This design comes from an exercise in tuning for small area, a short achievable clock period and few clock cycles per item on the open sky130 flow, not from production work. The RTL was checked by simulation tests, not by an equivalence proof against the original design.

### flow/config.mk
export PLATFORM = sky130hd
export DESIGN_NAME = hidden_mac_top
export DESIGN_NICKNAME = hidden_mac_top
export VERILOG_FILES = /design/flow/design.v
export SDC_FILE = /design/flow/constraint.sdc
export NUM_CORES = 4
export LEC_CHECK = 0
export CAP_MARGIN = 20
export CORE_MARGIN = 2
export CORE_UTILIZATION = 30
export PLACE_DENSITY = 0.38
export SLEW_MARGIN = 20
### flow/constraint.sdc
create_clock -name core_clock -period 9.0 [get_ports {clk}]
set_input_delay 1.8000 -clock core_clock [delete_from_list [all_inputs] [get_ports {clk}]]
set_output_delay 1.8000 -clock core_clock [all_outputs]
set_load 0.01 [all_outputs]
### flow/design.v
`timescale 1ns/10ps
`default_nettype none
package mac_pkg;
	localparam int LANE_W    = 32;              
	localparam int LANES     = 4;               
	localparam int ROW_W     = LANES * LANE_W;  
	localparam int DEPTH     = 16;              
	localparam int FRAC_BITS = 16;              
	localparam int PROD_W    = 2 * LANE_W;      
	localparam logic [2:0] IDLE     = 3'd0;  
	localparam logic [2:0] OP_START = 3'd1;  
	localparam logic [2:0] OP       = 3'd2;  
	localparam logic [2:0] OP_DONE  = 3'd3;  
	localparam logic [2:0] ALL_DONE = 3'd4;  
endpackage
`default_nettype wire
`timescale 1ns/10ps
`default_nettype none
module mac_ctrl (
	input  wire                 clk,
	input  wire                 reset,
	input  wire                 i_start,
	input  wire                 i_empty,
	input  wire                 i_read_done,
	input  logic [31:0]         i_din,
	input  logic [127:0]        i_weights,
	output logic                cmd_start,
	output logic [31:0]         cmd_din,
	output logic [127:0]        cmd_weights,
	output logic [3:0]          cmd_addr,
	input  wire                 cmd_done,
	output logic                o_ready,
	output logic                o_next_in,
	output logic                o_all_done,
	output logic [2:0]          o_state
);
	logic [2:0]          state_q;
	logic [2:0]          state_d;
	logic [3:0]          addr_q;
	logic       accept;       
	logic       start_q;
	logic [31:0]         din_q;
	logic [127:0]        weights_q;
	assign accept = (state_q == mac_pkg::OP_START) && !i_empty;
	always_comb begin
		state_d = state_q;
		case (state_q)
			mac_pkg::IDLE:     if (i_start) state_d = mac_pkg::OP_START;
			mac_pkg::OP_START: if (!i_empty) state_d = mac_pkg::OP;  
			mac_pkg::OP:       state_d = mac_pkg::OP_DONE;  
			mac_pkg::OP_DONE: begin
				if (i_read_done && i_empty) state_d = mac_pkg::ALL_DONE;
				else state_d = mac_pkg::OP_START;
			end
			mac_pkg::ALL_DONE: state_d = mac_pkg::ALL_DONE;
			default:  state_d = mac_pkg::IDLE;
		endcase
	end
	always_ff @(posedge clk) begin
		if (reset) begin
			state_q <= mac_pkg::IDLE;
			addr_q  <= '0;
			start_q <= 1'b0;
		end else begin
			state_q <= state_d;
			start_q <= accept;  
			if (state_q == mac_pkg::IDLE) addr_q <= '0;
			else if (state_q == mac_pkg::OP_DONE) addr_q <= addr_q + 1'b1;  
		end
	end
	always_ff @(posedge clk) begin
		if (accept) begin
			din_q     <= i_din;
			weights_q <= i_weights;
		end
	end
	assign cmd_start   = start_q;
	assign cmd_din     = din_q;
	assign cmd_weights = weights_q;
	assign cmd_addr    = addr_q;  
	assign o_ready    = (state_q == mac_pkg::OP_START);
	assign o_next_in  = (state_q == mac_pkg::OP_DONE) && (addr_q == 4'(mac_pkg::DEPTH - 1));  
	assign o_all_done = (state_q == mac_pkg::ALL_DONE);
	assign o_state    = state_q;
endmodule
`default_nettype wire
`timescale 1ns/10ps
`default_nettype none
module mac_lanes (
	input  wire            clk,
	input  wire            reset,
	input  wire            cmd_start,
	input  logic [31:0]    cmd_din,
	input  logic [127:0]   cmd_weights,
	input  logic [3:0]     cmd_addr,
	output logic           cmd_done,
	output logic [3:0]     ram_rd_addr,
	input  logic [127:0]   ram_rd_data,
	output logic           ram_wr_en,
	output logic [3:0]     ram_wr_addr,
	output logic [127:0]   ram_wr_data
);
	localparam int LW = mac_pkg::LANE_W;
	localparam int PW = mac_pkg::PROD_W;
	logic [mac_pkg::LANES*LW-1:0] prod_d;
	logic [mac_pkg::LANES*LW-1:0] prod_q;   
	logic [mac_pkg::LANES*LW-1:0] sum_row;
	logic                         prod_valid;  
	logic                         done_q;
	genvar l;
	generate
		for (l = 0; l < mac_pkg::LANES; l = l + 1) begin : g_lane
			wire signed [PW-1:0] full_prod;  
			wire signed [PW-1:0] scaled;     
			assign full_prod = $signed(cmd_din) * $signed(cmd_weights[l*LW +: LW]);  
			assign scaled    = full_prod >>> mac_pkg::FRAC_BITS;
			assign prod_d[l*LW +: LW] = scaled[LW-1:0];  
			assign sum_row[l*LW +: LW] = ram_rd_data[l*LW +: LW] + prod_q[l*LW +: LW];
		end
	endgenerate
	always_ff @(posedge clk) begin
		if (cmd_start) prod_q <= prod_d;
	end
	always_ff @(posedge clk) begin
		if (reset) begin
			prod_valid <= 1'b0;
			done_q     <= 1'b0;
		end else begin
			prod_valid <= cmd_start;
			done_q     <= prod_valid;  
		end
	end
	assign ram_rd_addr = cmd_addr;
	assign ram_wr_addr = cmd_addr;  
	assign ram_wr_en   = prod_valid;
	assign ram_wr_data = sum_row;
	assign cmd_done    = done_q;
endmodule
`default_nettype wire
`timescale 1ns/10ps
`default_nettype none
module hidden_ram (
	input  wire            clk,
	input  wire            reset,
	input  logic [3:0]     rd_addr,
	output logic [127:0]   rd_data,
	input  wire            wr_en,
	input  logic [3:0]     wr_addr,
	input  logic [127:0]   wr_data,
	input  logic [3:0]     i_rd_addr,
	output logic [127:0]   o_rd_data
);
	logic [mac_pkg::ROW_W-1:0] mem [mac_pkg::DEPTH];  
	always_ff @(posedge clk) begin
		if (reset) begin
			for (int r = 0; r < mac_pkg::DEPTH; r++) begin
				mem[r] <= '0;
			end
		end else if (wr_en) begin
			mem[wr_addr] <= wr_data;
		end
	end
	assign rd_data = mem[rd_addr];
	assign o_rd_data = mem[i_rd_addr];  
endmodule
`default_nettype wire
`timescale 1ns/10ps
`default_nettype none
module hidden_mac_top (
	input  wire                 clk,
	input  wire                 reset,
	input  wire                 i_start,
	input  wire                 i_empty,      
	input  wire                 i_read_done,  
	input  logic [31:0]         i_din,
	input  logic [127:0]        i_weights,
	input  logic [3:0]          i_rd_addr,
	output logic                o_ready,
	output logic                o_next_in,    
	output logic                o_all_done,
	output logic [2:0]          o_state,
	output logic [127:0]        o_rd_data
);
	logic           cmd_start;    
	logic [31:0]    cmd_din;      
	logic [127:0]   cmd_weights;  
	logic [3:0]     cmd_addr;     
	logic           cmd_done;     
	logic [3:0]     ram_rd_addr;  
	logic [127:0]   ram_rd_data;  
	logic           ram_wr_en;    
	logic [3:0]     ram_wr_addr;
	logic [127:0]   ram_wr_data;
	mac_ctrl u_ctrl (
		.clk         (clk),
		.reset       (reset),
		.i_start     (i_start),
		.i_empty     (i_empty),
		.i_read_done (i_read_done),
		.i_din       (i_din),
		.i_weights   (i_weights),
		.cmd_start   (cmd_start),
		.cmd_din     (cmd_din),
		.cmd_weights (cmd_weights),
		.cmd_addr    (cmd_addr),
		.cmd_done    (cmd_done),
		.o_ready     (o_ready),
		.o_next_in   (o_next_in),
		.o_all_done  (o_all_done),
		.o_state     (o_state)
	);
	mac_lanes u_lanes (
		.clk         (clk),
		.reset       (reset),
		.cmd_start   (cmd_start),
		.cmd_din     (cmd_din),
		.cmd_weights (cmd_weights),
		.cmd_addr    (cmd_addr),
		.cmd_done    (cmd_done),
		.ram_rd_addr (ram_rd_addr),
		.ram_rd_data (ram_rd_data),
		.ram_wr_en   (ram_wr_en),
		.ram_wr_addr (ram_wr_addr),
		.ram_wr_data (ram_wr_data)
	);
	hidden_ram u_ram (
		.clk         (clk),
		.reset       (reset),
		.rd_addr     (ram_rd_addr),
		.rd_data     (ram_rd_data),
		.wr_en       (ram_wr_en),
		.wr_addr     (ram_wr_addr),
		.wr_data     (ram_wr_data),
		.i_rd_addr   (i_rd_addr),
		.o_rd_data   (o_rd_data)
	);
endmodule
`default_nettype wire
### flow/run.sh
#!/bin/bash
# synth_recipe.tcl (not shown) runs the flow's synth.tcl, then flattens the netlist and writes it again
# the make line also repeats each setting of config.mk as NAME=value (left out here)
make -C /OpenROAD-flow-scripts/flow DESIGN_CONFIG=/design/flow/config.mk WORK_HOME=/design/flow/orfs CLKGATE_MAP_FILE= SYNTH_SCRIPT=/design/flow/synth_recipe.tcl finish
==> results.txt <==
## registers in the layout, indices dropped and copies added (netlist names), named ones only
name	flops
u_ctrl.start_q	1
u_lanes.prod_q	128
u_ctrl.weights_q	128
u_ctrl.state_q	3
u_ctrl.din_q	32
u_ctrl.addr_q	4
u_lanes.prod_valid	1
u_ram.mem	2048
## per-layer routing
metal,vias up,part of all wire,track usage
met1,82100,0.45,0.321
li1,63800,-,-
met2,3634,0.48,0.380
met4,18,0.020,0.0385
met5,-,0.00013,0
met3,720,0.047,0.0245
## area by class of cell
class                      instances  area share
sequential                      2349       0.271
multi-input combinational      12900       0.553
inverter                        3182      0.0460
antenna                           22    0.000212
tap                            10200      0.0492
clock buffer                     383      0.0315
clock inverter                   165     0.00613
timing repair buffer            1103      0.0431
## synth_stat cells (46+ instances only)
cell type	n
inv_1	3181
o21a_1	48
ha_1	780
a21o_1	112
and2_1	1737
xor2_1	108
nand2b_1	81
clkbuf_1	1229
nor2_1	2118
o21ai_0	100
nand2_1	1968
xnor2_1	267
a21oi_1	223
buf_2	72
nand3_1	81
and3_1	66
edfxtp_1	2336
nor2b_1	107
mux4_2	1252
buf_1	114
fa_1	3356
nor3_1	46
## stage by stage
step / worst slack, ns / utilization / hold WS, ns / instances
after floorplan: 0.559 / - / 0.564 / 19800
after global placement: 0.0598 / 0.325 / 0.632 / 29700
after detailed placement: 0.248 / 0.325 / 0.630 / 29700
after CTS: 0.184 / 0.338 / 0.641 / 30300
after global routing: 0.0183 / 0.338 / 0.661 / 30300
final: 0.391 / 0.338 / 0.628 / 30300
## timing repair
| action | CTS | global route |
|---|---|---|
| setup endpoints to repair | 0 | 10 |
| hold buffers | 0 | 0 |
| gates resized for setup | 0 | 3 |
## tightest hold or removal path, cell delays in order (launching register included)
cell     delay [ns]
dfxtp_1        0.35
a22oi_1        0.17
nor2_1         0.06
## kinds of logic after synthesis
family,Yosys count
AOI/OAI and AO/OA,755
xor gates and xnor gates,379
adders and majority gates,4136
buffers and inverters,4599
DFF,2349
muxes,1285
and+or+nand+nor,6313
## final timing paths
check	cells after the start	slack, ns	to
worst max-delay path	25	0.39	u_lanes.prod_q[25]
worst min-delay path	2	0.63	flop
worst max register to register	25	0.39	u_lanes.prod_q[25]
worst min register to register	2	0.63	flop
==> impl_metrics.json <==
{
  "status": "no timing/DRC/antenna violations",
  "multi_input_area_sq_um": 144000,
  "yosys.area_share.xor_xnor": 0.0145,
  "drv_slew": 0,
  "overflow": 0,
  "grt_first_pass_wirelength_um": 1260000,
  "max_freq_mhz": 116,
  "setup_viol": 0,
  "clk_latency_ns": 1.03,
  "syn_inst": 19800,
  "syn_area_sq_um": 231000,
  "muxShareOfSynthArea": 0.124,
  "drt_iter0_markers": 11100,
  "clock_sinks": 2349,
  "final-seq-area_sq_um": 70400,
  "cpMostUsedCell": "fa_1",
  "dieArea_sq_um": 776000,
  "vias": 150000,
  "start_kind": "flop",
  "die_w_um": 881,
  "drv_cap": 0,
  "critPathSlowestCell": "buf_4",
  "ys_top_cells_by_area": "edfxtp_1 30%, fa_1 29%, mux4_2 12%",
  "antenna_found_initial": 74,
  "io_buffers": 302,
  "fp.coreArea_sq_um": 768000,
  "cts_root_buf": "clkbuf_16",
  "routedWlPerCell_um": 29.1,
  "hold_violations": 0,
  "final_cell_mix": "3,356 x fa_1, 3,181 x inv_1, 2,336 x edfxtp_1",
  "worst-path-buf-inv": 4,
  "worst_pin_slew_ns": 1.17,
  "synth-edff-count": 2336,
  "htreeDepth": 5,
  "grt.total_usage": 0.226,
  "area_delta_synth_final_pct": 12.5,
  "postRouteAntennaNets": 0,
  "worst_setup_path_end_kind": "flop",
  "synth_top_area_cell": "edfxtp_1",
  "synth_warnings": 3,
  "dr.pass1.iters": 8,
  "tns_ns": 0,
  "cpLargestDelayFamily": "adder cells",
  "synthSimpleGateAreaFrac": 0.126,
  "grt_pass1_vias": 163000,
  "period_minus_slack_ns": 8.61,
  "layout_commonest_cell": "fa_1",
  "hp-start": "u_ctrl.addr_q[1]",
  "crit_type": "flop to flop",
  "placementRows": 322,
  "tritoncts": "yes",
  "syn_avg_cell_area_sq_um": 11.6,
  "start_util": 0.301,
  "fin_area_sq_um": 260000,
  "synthFlopType": "edfxtp_1",
  "yosysTopAreaCellShare": 0.304,
  "io_pins": 303,
  "place_area_sq_um": 250000,
  "wl_um": 880000,
  "reg2reg_from": "u_ctrl.din_q[17]",
  "hpwl_um": 609000,
  "seq_area_frac_synth": 0.305,
  "crit_arrival_ns": 9.33,
  "grt_max_degree": 116,
  "required_ns": 9.73,
  "clock_skew_ns": 0.0937,
  "fillers": 76700,
  "die_h_um": 881,
  "drc": 0,
  "cpPeakStageDelay_ns": 0.67,
  "synth-compound-area-share": 0.0220,
  "path_clk_slew_ns": 0.06,
  "cts_setup_buffers": 0,
  "rsz0062_at_grt": "false",
  "hold_class": "flop to flop",
  "relSlewSlack": 0.219,
  "synthAdderAreaFrac": 0.333,
  "drive_above_1_share": 0.128,
  "viasPerCell": 4.96,
  "cts_buffer_depth": 4,
  "async_flop_share": 0,
  "cts_buffers": 311,
  "globalplace.congestion": 0.815,
  "worstPathMaxFanout": 49,
  "final_nets": 24100,
  "ys_ff_latch": 2349,
  "fin_crit_sh": 0.957,
  "synth_cell_types": 90,
  "synth_top_family_by_area": "adder cells",
  "syn_nets": 24100,
  "startpoint": "u_ctrl.din_q[17]"
}
Testbench counts, summed over its fixed seeds: cycles 8,287, samples 2,741.

afterwards: timing with drivers on the ports:
No port has a modelled driver above. Below, the same layout with a new extraction and two added sets of constraints. Step 1, drivers: a clkbuf_16 drives clk and a buf_2 each remaining input, both assumed. Step 2, shift: input delay + t, output delay - t, t = (earliest + latest rising clock arrival at the registers) / 2. This alone moves slack from input paths to output paths. a / b / c = ideal / step 1 / step 2; a / b = the first two.
t (ns): 1.126
setup slack, ns: 0.391 / 0.391 / 0.391
hold slack, ns: 0.628 / 0.628 / 0.628
worst setup path after step 2: register to register
worst data-port slew with drivers (ns): 0.18
After both steps this run still meets setup and hold. For this run, drivers alone change the setup slack by 0.000 ns; drivers and shift together by 0.000 ns.
